Source: an optimization exercise on an open RTL-to-GDS flow (aim: small area and a short achievable clock period). Production flows keep margins and buffers that such runs may drop.
In this exercise RTL edits were held to simulation tests only and were not proved equivalent to the original.
Power figures rest on the tool's default switching activity, not on a simulated workload.

--- flow/flow/run.sh ---
#!/bin/bash
# Standard ORFS layout, with plain buffers on the ports instead of the delay cells
# buffer_ports picks by default. Every tool's output goes to a log in this folder.
set -o pipefail
bash standard.sh "BUFFER_PORTS_ARGS=-buffer_cell sky130_fd_sc_hd__buf_2" finish > flow_make.log 2>&1
--- flow/standard.sh ---
#!/bin/bash
# synth_recipe.tcl (not shown) runs the flow's synth.tcl, then flattens the netlist and writes it again
# the make line also repeats each setting of config.mk as NAME=value (left out here)
make -C /OpenROAD-flow-scripts/flow DESIGN_CONFIG=/design/flow/config.mk WORK_HOME=/design/flow/orfs CLKGATE_MAP_FILE= SYNTH_SCRIPT=/design/flow/synth_recipe.tcl "${@:-finish}"
--- flow/config.mk ---
export PLATFORM = sky130hd
export DESIGN_NAME = fir_out_capture
export DESIGN_NICKNAME = fir_out_capture
export VERILOG_FILES = /design/flow/design.v
export SDC_FILE = /design/flow/constraint.sdc
export NUM_CORES = 4
export LEC_CHECK = 0
export CAP_MARGIN = 20
export CORE_MARGIN = 2
export CORE_UTILIZATION = 50
export SETUP_SLACK_MARGIN = 0.6
export SLEW_MARGIN = 20
export SYNTH_HIERARCHICAL = 1
--- flow/constraint.sdc ---
create_clock -name core_clock -period 3.2 [get_ports {clk}]
set_input_delay 0.6400 -clock core_clock [delete_from_list [all_inputs] [get_ports {clk}]]
set_output_delay 0.6400 -clock core_clock [all_outputs]
set_load 0.01 [all_outputs]
--- flow/design.v ---
module fir_out_capture #(
  parameter int DEPTH = 128,
  parameter int IN_W  = 54,
  parameter int OUT_W = 18,
  parameter int SHIFT = 8,
  localparam int ADR_W = $clog2(DEPTH)
) (
  input  logic                    clk,
  input  logic                    rst,
  input  logic                    arm,
  input  logic [ADR_W-1:0]        len,
  input  logic signed [IN_W-1:0]  din,
  input  logic                    din_valid,
  input  logic                    rd_en,
  input  logic [ADR_W-1:0]        rd_adr,
  output logic signed [OUT_W-1:0] rd_data,
  output logic                    rd_valid,
  output logic                    busy,
  output logic                    done,
  output logic                    sat_flag,
  output logic [ADR_W:0]          wr_cnt
);
  localparam logic signed [IN_W:0] RND =
    (SHIFT == 0) ? '0 : ((IN_W+1)'(1) << ((SHIFT == 0) ? 0 : SHIFT - 1));
  localparam logic signed [IN_W:0] SAT_MAX = (IN_W+1)'(2**(OUT_W-1) - 1);
  localparam logic signed [IN_W:0] SAT_MIN = ~SAT_MAX;
  function automatic logic [OUT_W:0] scale_sat(input logic signed [IN_W-1:0] x);
    logic signed [IN_W:0] t;
    t = $signed({x[IN_W-1], x}) + RND;
    t = t >>> SHIFT;
    if (t > SAT_MAX)      scale_sat = {1'b1, SAT_MAX[OUT_W-1:0]};
    else if (t < SAT_MIN) scale_sat = {1'b1, SAT_MIN[OUT_W-1:0]};
    else                  scale_sat = {1'b0, t[OUT_W-1:0]};
  endfunction
  logic                    busy_q, done_q;
  logic [ADR_W-1:0]        len_q;
  logic [ADR_W:0]          wr_cnt_q;
  logic                    sat_q;
  logic                    vld_p0;
  logic [OUT_W-1:0]        data_p0;
  logic                    sat_p0;
  logic [OUT_W-1:0]        rd_data_q;
  logic                    rd_valid_q;
  logic [OUT_W:0]          scaled;
  logic                    start, last_wr, accept;
  logic [DEPTH*OUT_W-1:0]  mem_q;
  logic [DEPTH-1:0]        wsel, rsel;
  logic [OUT_W-1:0]        rd_word;
  assign scaled = scale_sat(din);
  assign start   = arm & ~busy_q;
  assign last_wr = vld_p0 & (wr_cnt_q[ADR_W-1:0] == len_q);
  assign accept  = busy_q & din_valid & ~last_wr;
  always_ff @(posedge clk or negedge rst) begin
    if (!rst) begin
      busy_q     <= 1'b0;
      done_q     <= 1'b0;
      len_q      <= '0;
      wr_cnt_q   <= '0;
      sat_q      <= 1'b0;
      vld_p0     <= 1'b0;
      sat_p0     <= 1'b0;
      rd_valid_q <= 1'b0;
    end else begin
      vld_p0 <= accept;
      sat_p0 <= accept & scaled[OUT_W];
      if (start) begin
        busy_q   <= 1'b1;
        done_q   <= 1'b0;
        len_q    <= len;
        wr_cnt_q <= '0;
        sat_q    <= 1'b0;
      end else begin
        if (last_wr) begin
          busy_q <= 1'b0;
          done_q <= 1'b1;
        end
        if (vld_p0) wr_cnt_q <= wr_cnt_q + 1'b1;
        sat_q <= sat_q | sat_p0;
      end
      rd_valid_q <= rd_en;
    end
  end
  always_ff @(posedge clk) begin
    data_p0   <= scaled[OUT_W-1:0];
    rd_data_q <= rd_word;
  end
  always_comb begin
    for (int k = 0; k < DEPTH; k++) begin
      wsel[k] = vld_p0 & (wr_cnt_q[ADR_W-1:0] == ADR_W'(k));
      rsel[k] = (rd_adr == ADR_W'(k));
    end
  end
  always_ff @(posedge clk) begin
    for (int k = 0; k < DEPTH; k++)
      if (wsel[k]) mem_q[k*OUT_W +: OUT_W] <= data_p0;
  end
  localparam int NGRP = (DEPTH + 2) / 3;
  logic [3*NGRP-1:0]       rsel_x;
  logic [3*NGRP*OUT_W-1:0] mem_x;
  logic [OUT_W-1:0]        grp_n [NGRP];
  assign rsel_x = (3*NGRP)'(rsel);
  assign mem_x  = (3*NGRP*OUT_W)'(mem_q);
  for (genvar g = 0; g < NGRP; g++) begin : g_grp
    for (genvar b = 0; b < OUT_W; b++) begin : g_bit
      fir_out_capture_aoi222 u_aoi (
        .a1(rsel_x[3*g]),   .a2(mem_x[(3*g)*OUT_W + b]),
        .b1(rsel_x[3*g+1]), .b2(mem_x[(3*g+1)*OUT_W + b]),
        .c1(rsel_x[3*g+2]), .c2(mem_x[(3*g+2)*OUT_W + b]),
        .y(grp_n[g][b])
      );
    end
  end
  always_comb begin
    rd_word = '0;
    for (int g = 0; g < NGRP; g++) rd_word = rd_word | ~grp_n[g];
  end
  assign rd_data  = rd_data_q;
  assign rd_valid = rd_valid_q;
  assign busy     = busy_q;
  assign done     = done_q;
  assign sat_flag = sat_q;
  assign wr_cnt   = wr_cnt_q;
endmodule
module fir_out_capture_aoi222 (
  input  logic a1, a2, b1, b2, c1, c2,
  output logic y
);
  assign y = ~((a1 & a2) | (b1 & b2) | (c1 & c2));
endmodule
==> results.txt <==
[stage by stage]
step / worst slack [ns] / total power, mW / cell area (µm²) / util
after floorplan: 0.117 / 37.0 / 83700 / -
final: 0.529 / 65.0 / 102000 / 0.617
after CTS: 0.465 / 65.2 / 102000 / 0.616
after global placement: -1.16 / 39.1 / 94100 / 0.569
after global routing: 0.588 / 66.7 / 102000 / 0.617
after detailed placement: -1.07 / 39.2 / 94200 / 0.569
[placed cells by master (no fill, tap or decap), types with 19 or more instances in the layout]
| cell type | instances |
|---|---|
| conb_1 | 36 |
| buf_4 | 705 |
| nand2_1 | 41 |
| nand4_1 | 212 |
| o21a_1 | 20 |
| xnor2_1 | 24 |
| clkinv_1 | 55 |
| nand3_1 | 69 |
| clkbuf_16 | 227 |
| edfxtp_1 | 2304 |
| buf_12 | 101 |
| nor4_1 | 30 |
| nor2_1 | 159 |
| a222oi_1 | 774 |
| dfrtp_1 | 19 |
| nor2_2 | 126 |
| clkbuf_1 | 50 |
| nor3_1 | 19 |
| buf_2 | 94 |
| clkinv_2 | 43 |
| bufinv_16 | 24 |
[cell type report]
cell class | count | area, µm² | share of cell area
sequential | 2361 | 70500 | 0.691
multi-input combinational | 1696 | 13500 | 0.132
timing repair buffer | 913 | 7930 | 0.0777
clock buffer | 279 | 5880 | 0.0577
tap | 2189 | 2740 | 0.0268
clock inverter | 145 | 1480 | 0.0145
inverter | 8 | 30.0 | 0.000294
antenna | 8 | 20.0 | 0.000196
[routing by layer]
layer / global-route usage / up-vias / routed length, µm
met3: 0.0492 / 349 / 26400
met1: 0.410 / 25700 / 94500
li1: - / 21000 / -
met5: 0 / - / 35
met4: 0.0949 / 6 / 7860
met2: 0.435 / 2929 / 112000
[synth_stat cells (all sizes together), types with 4 or more instances]
cell type  number
ha              5
xor2           18
mux2            8
buf             8
a21oi          19
and3           10
nand4         213
nor4           47
xnor2          24
nand2          43
a211oi          6
a222oi        774
dfxtp          36
nor3           32
inv             8
and4            7
or3b            4
and2            9
clkbuf         39
a31oi           5
nor2b           7
edfxtp       2304
nor2          286
o21a           20
nand3b          5
nand3          76
dfrtp          21
[worst paths after layout]
kind,start,end,slack (ns),cells after the start
max,rd_adr[6],rd_data_q[14]$_DFF_P_,0.53,11
min,din[10],data_p0[2]$_SDFF_PP1_,0.21,4
max reg2reg,wr_cnt_q[5]$_DFFE_PN0P_,mem_q[851]$_DFFE_PP_,0.68,3
min reg2reg,sat_p0$_DFF_PN0_,sat_q$_DFF_PN0_,0.47,2
max in group asynchronous,rst,vld_p0$_DFF_PN0_,2.35,2
min in group asynchronous,rst,rd_valid_q$_DFF_PN0_,0.35,2
[worst max-delay path, stage by stage]
cell and delay [ns]:
buf_4 0.14, buf_4 0.14, nand3b_1 0.26, buf_12 0.19, buf_6 0.11, nor2_1 0.05, clkbuf_16 0.16, a222oi_1 0.51
nand4_1 0.38, nor4_4 0.50, nand3_2 0.23
[power breakdown]
part / internal (mW) / switching [mW]
Sequential: 34.6 / 0.686
Clock: 15.0 / 11.3
Combinational: 1.01 / 2.33
[modules after synthesis, one instance, submodules excluded]
module | flip-flops and latches | area, µm² | cells inside
fir_out_capture_aoi222 | 0 | 10.0 | 1
fir_out_capture | 2361 | 75600 | 3303
[sequential cells by signal, indices dropped and copies added (netlist names)]
signal      flops
data_p0        18
sat_q           1
vld_p0          1
rd_valid_q      1
mem_q        2304
wr_cnt_q        8
sat_p0          1
done_q          1
rd_data_q      18
busy_q          1
len_q           7
[timing repair]
action	4_1_cts	5_1_grt
hold buffers	10	0
setup endpoints to repair	267	326
pin swaps	10	18
gates resized for setup	23	39
hold endpoints to repair	30	0
gates cloned	0	0
setup buffers	3	8
[cell families (layout without fill, tap and decap cells)]
logic type,count (synthesis),in the layout,synth area share
flops,2361,2361,0.845
compound gates,844,844,0.0987
simple gates,758,758,0.0470
buf+inv,55,1345,0.00287
xor+xnor,42,42,0.00441
mux,11,11,0.00144
fa+ha+maj,5,5,0.000750
other cells,1,44,0.0000450
==> PnR_summary.wiki <==
{| class="wikitable"
! Metric !! Value
|-
| Max_cap viols || 0
|-
| Total die area || 170000 µm²
|-
| I/O pin total || 103
|-
| First-pass GRT wire length || 341000 µm
|-
| Cts bufs inserted || 224
|-
| Final period demand of the worst path || 2.67 ns
|-
| Horizontal die dimension || 412 µm
|-
| GP Congestion || 0.906
|-
| Peak VDD IR || 0.000652 V
|-
| Power density normalized to cell area || 637 nW/µm²
|-
| Crit-path max FO || 7
|-
| Filler instances || 11700
|-
| CTS tree || done
|-
| Type of the worst min-delay path || primary input to flip-flop
|-
| Clock slew seen by the registers of the worst setup and hold paths || 0.06 ns
|-
| Transition at the pin with the smallest max-transition slack || 1.15 ns
|-
| Fin Hold WS || 0.209 ns
|-
| Period Utilization, post-route || 0.835
|-
| Total detailed-routing wirelength || 241000 µm
|-
| Setup violations, final || 0
|-
| FFs w/ async S/R, synth || 0.00889
|-
| Vertical extent of the die || 412 µm
|-
| Largest net degree at the start of global routing || 105
|-
| Number of design-rule violations left by the first detailed-router iteration || 8685
|-
| Area growth syn-to-layout || 22.4%
|-
| Achievable Freq || 374 MHz
|-
| Ranking of synthesized cells by area || edfxtp_1 83%, a222oi_1 9.3%, nand4_1 1.6%, nor2_1 1.3%, dfxtp_1 0.86%
|-
| Number of buffers on the longest clock path || 3
|-
| Category of the worst setup path launch point || primary input
|-
| Leakage power of the design || 33.0 nW
|-
| Vias || 50000
|-
| Post-layout instance count excluding filler cells || 7599
|-
| Antenna violation net count after detailed routing || 0
|-
| Clock latency at the later pin of the worst-skew pair || 0.87 ns
|-
| Main synth FF type || edfxtp_1
|-
| Sequential fraction of the synthesis area || 0.845
|-
| Number of levels the H-tree was split into || 4
|-
| Count of distinct cell types in the synthesized netlist || 64
|-
| Routed len/inst || 31.7 µm
|-
| Largest area contributor in the synthesized netlist || edfxtp_1
|-
| Global-route total usage across every layer || 0.282
|-
| Count of buffers inserted at the top-level ports || 95
|-
| Final number of max-transition violations || 0
|-
| Number of register bits inferred by synthesis || 2361
|-
| Ratio of cells with drive above 1 in the final layout || 0.266
|-
| Average footprint of a synthesized cell || 20.5 µm²
|-
| Remaining routing DRC violations || 0
|-
| Number of placed instances with taps included || 7144
|-
| Starting Density || 0.504
|-
| Overall overflow remaining after global route || 0
|-
| Initial antenna violation count || 12
|-
| Via count of the first global-routing pass || 47700
|-
| Post-Route Setup TNS || 0 ns
|-
| Yosys warnings || 8
|-
| Worst-case headroom to the max-slew limit || 0.232
|-
| RSZ-0062 raised after global routing || true
|-
| Total Nets Final || 5282
|-
| Portion of synthesized cell area occupied by the leading cell type || 0.830
|-
| Area of the core || 165000 µm²
|-
| Detailed-routing iteration count for the pre-antenna-repair pass || 9
|-
| Post-Synthesis Cells || 4077
|-
| Arr. time, crit path || 3.35 ns
|-
| Number of enable flip-flop cells after synthesis || 2304
|-
| Kind of end point of the critical path || flip-flop
|-
| Data required time of the critical path || 3.88 ns
|-
| Worst setup path category || primary input to flip-flop
|-
| Clock root buffer || clkbuf_16
|-
| Clock Skew || 0.0458 ns
|-
| Area of the mapped netlist || 83400 µm²
|-
| Vias per Instance || 6.58
|-
| Cell row count || 149
|-
| Half-perimeter wire length of the detailed placement result || 152000 µm
|-
| Result of the run || timing/DRC/antenna clean
|-
| Fin. Hold Viols || 0
|-
| Clock Sink Count || 2361
|}

[re-timing with driven ports]
The flow's constraints put no driver on any port. The routed layout listed below was extracted and timed again, unchanged, in two steps.
Step 1 sets driving cells, clkbuf_16 on the clock port and buf_2 on the other inputs (assumed; they add their load-dependent delay and slew).
Step 2 also shifts input and output timing later by t, the mid clock arrival at the registers, as if the neighbouring blocks saw the same clock.
a / b / c = no drivers / after step 1 / after step 2; a / b = the first two.
t, ns: 0.939
setup slack, ns: 0.529 / 0.565 / -0.374
worst setup path at the end: input to register
slew at the worst register clock pin (ns): 0.07 / 0.07
cell pins on the clock port's net: 1
With both steps, setup timing fails in this run, where it was met with ideal ports. The setup slack of this run moves by +0.036 ns with the drivers and by -0.903 ns with both steps.
